What follows belongs to an exercise in optimizing a design on an open flow for small area and a short achievable clock period; a production flow would make more cautious choices. The RTL was checked by simulation tests, not by an equivalence proof against the original design. Power figures rest on the tool's default switching activity, not on a simulated workload.

## conv3x3_pe
module conv3x3_pe #(
    parameter int SHIFT = 4,
    parameter int ACC_W = 21
) (
    input  logic         clk,
    input  logic         rst,
    input  logic [7:0]   p00,
    input  logic [7:0]   p01,
    input  logic [7:0]   p02,
    input  logic [7:0]   p10,
    input  logic [7:0]   p11,
    input  logic [7:0]   p12,
    input  logic [7:0]   p20,
    input  logic [7:0]   p21,
    input  logic [7:0]   p22,
    input  logic         window_valid,
    input  logic         w_load,
    input  logic [3:0]   w_idx,
    input  logic [7:0]   w_data,
    output logic [7:0]   out_pixel,
    output logic         out_valid,
    output logic [15:0]  out_count
);
For scale: roughly 2,200 cells after synthesis, roughly 340 flip-flops, about 110 I/O pins, about 0.024 mm^2 of cells after synthesis.
==> flow/config.mk <==
export PLATFORM = sky130hd
export DESIGN_NAME = conv3x3_pe
export DESIGN_NICKNAME = conv3x3_pe
export VERILOG_FILES = /design/flow/design.v
export SDC_FILE = /design/flow/constraint.sdc
export NUM_CORES = 4
export LEC_CHECK = 0
export ABC_CLOCK_PERIOD_IN_PS = 2000
export CAP_MARGIN = 20
export CORE_MARGIN = 2
export CORE_UTILIZATION = 55
export CTS_CLUSTER_DIAMETER = 120
export CTS_CLUSTER_SIZE = 20
export PLACE_DENSITY = 0.7
export SETUP_SLACK_MARGIN = 2.3
export SLEW_MARGIN = 20
export SYNTH_HIERARCHICAL = 1
export SYNTH_MINIMUM_KEEP_SIZE = 0
==> flow/constraint.sdc <==
create_clock -name core_clock -period 5.5 [get_ports {clk}]
set_input_delay 1.1000 -clock core_clock [delete_from_list [all_inputs] [get_ports {clk}]]
set_output_delay 1.1000 -clock core_clock [all_outputs]
set_load 0.01 [all_outputs]
standard.sh (not shown) runs the stock make flow with config.mk's settings and CLKGATE_MAP_FILE= SYNTH_SCRIPT=/design/flow/synth_recipe.tcl, a recipe that flattens the netlist after the stock synthesis.
==> flow/flow/run.sh <==
#!/bin/bash
# Own flow: the standard layout (standard.sh: the standard synthesis and
# ORFS steps, unchanged), except that the port buffers buffer_ports inserts
# during global placement are plain buf_1 cells instead of the default pick.
set -euo pipefail
export BUFFER_PORTS_ARGS="-buffer_cell sky130_fd_sc_hd__buf_1"
bash standard.sh > standard_flow.log 2>&1
The baseline finished with timing, DRC and antenna clean.
Then changed:
--- a/flow/config.mk
+++ b/flow/config.mk
@@ -9,9 +9,6 @@
 export CAP_MARGIN = 20
 export CORE_MARGIN = 2
-export CORE_UTILIZATION = 55
-export CTS_CLUSTER_DIAMETER = 120
-export CTS_CLUSTER_SIZE = 20
-export PLACE_DENSITY = 0.7
-export SETUP_SLACK_MARGIN = 2.3
+export CORE_UTILIZATION = 40
+export SETUP_SLACK_MARGIN = 1.8
 export SLEW_MARGIN = 20
 export SYNTH_HIERARCHICAL = 1
Outcome: The new run finished with timing, DRC and antenna clean. Flip-flop and latch count is unchanged. Critical path depth came out higher by 1. Cell area increases by a few percent. Synthesized cell count is unchanged. Clock-buffer cell count increases by 28.
Then changed:
--- a/flow/config.mk
+++ b/flow/config.mk
@@ -10,4 +10,6 @@
 export CORE_MARGIN = 2
 export CORE_UTILIZATION = 40
+export CTS_CLUSTER_DIAMETER = 120
+export CTS_CLUSTER_SIZE = 20
 export SETUP_SLACK_MARGIN = 1.8
 export SLEW_MARGIN = 20
The changed run ran to the end with no violations.
Total power is lower by 22%.
Synthesized cell count does not change.
Setup slack gains 23 ps.
Count of clock-buffer cells in the layout is lower by 29.
Maximum frequency is higher by 0.63%.
Design area is lower by 3.8%.
Then changed:
--- a/flow/config.mk
+++ b/flow/config.mk
@@ -9,8 +9,9 @@
 export CAP_MARGIN = 20
 export CORE_MARGIN = 2
-export CORE_UTILIZATION = 40
-export CTS_CLUSTER_DIAMETER = 120
-export CTS_CLUSTER_SIZE = 20
-export SETUP_SLACK_MARGIN = 1.8
+export CORE_UTILIZATION = 55
+export CTS_CLUSTER_DIAMETER = 130
+export CTS_CLUSTER_SIZE = 24
+export PLACE_DENSITY = 0.7
+export SETUP_SLACK_MARGIN = 2.3
 export SLEW_MARGIN = 20
 export SYNTH_HIERARCHICAL = 1
Result:
- final cell count goes down by a little under a tenth
- area after synthesis stays the same
- final area goes up slightly
- sequential cell count does not change
- synthesized cell count does not change
- count of clock-buffer cells in the layout goes down by 2
- via count goes up by a few percent
- first-iteration DRC count goes up by about a fifth
- setup slack is better by 370 ps

static timing again, ports no longer ideal:
No port has a modelled driver above. Below, the same layouts with a new extraction and two added sets of constraints.
Step 1 assumes that a clkbuf_16 drives the clock port and a buf_2 every other input.
Step 2, shift: input delay + t, output delay - t, t = (earliest + latest rising clock arrival at the registers) / 2. This alone moves slack from input paths to output paths.
Slacks: ideal / step 1 / step 2; pairs: ideal / step 1.
| run | t, ns | setup slack, ns | clock arrival spread, ns | worst slew at a driven data input, ns |
|---|---|---|---|---|
| the first run | 0.611 | 2.292 / 2.254 / 2.292 | 0.029 / 0.029 | 0.06 |
| the second run | 0.643 | 1.918 / 1.918 / 1.918 | 0.030 / 0.029 | 0.04 |
| the third run | 0.626 | 1.941 / 1.916 / 1.941 | 0.027 / 0.026 | 0.04 |
| the fourth run | 0.593 | 2.312 / 2.264 / 2.312 | 0.039 / 0.039 | 0.07 |
After both steps setup and hold are still met in every run listed.
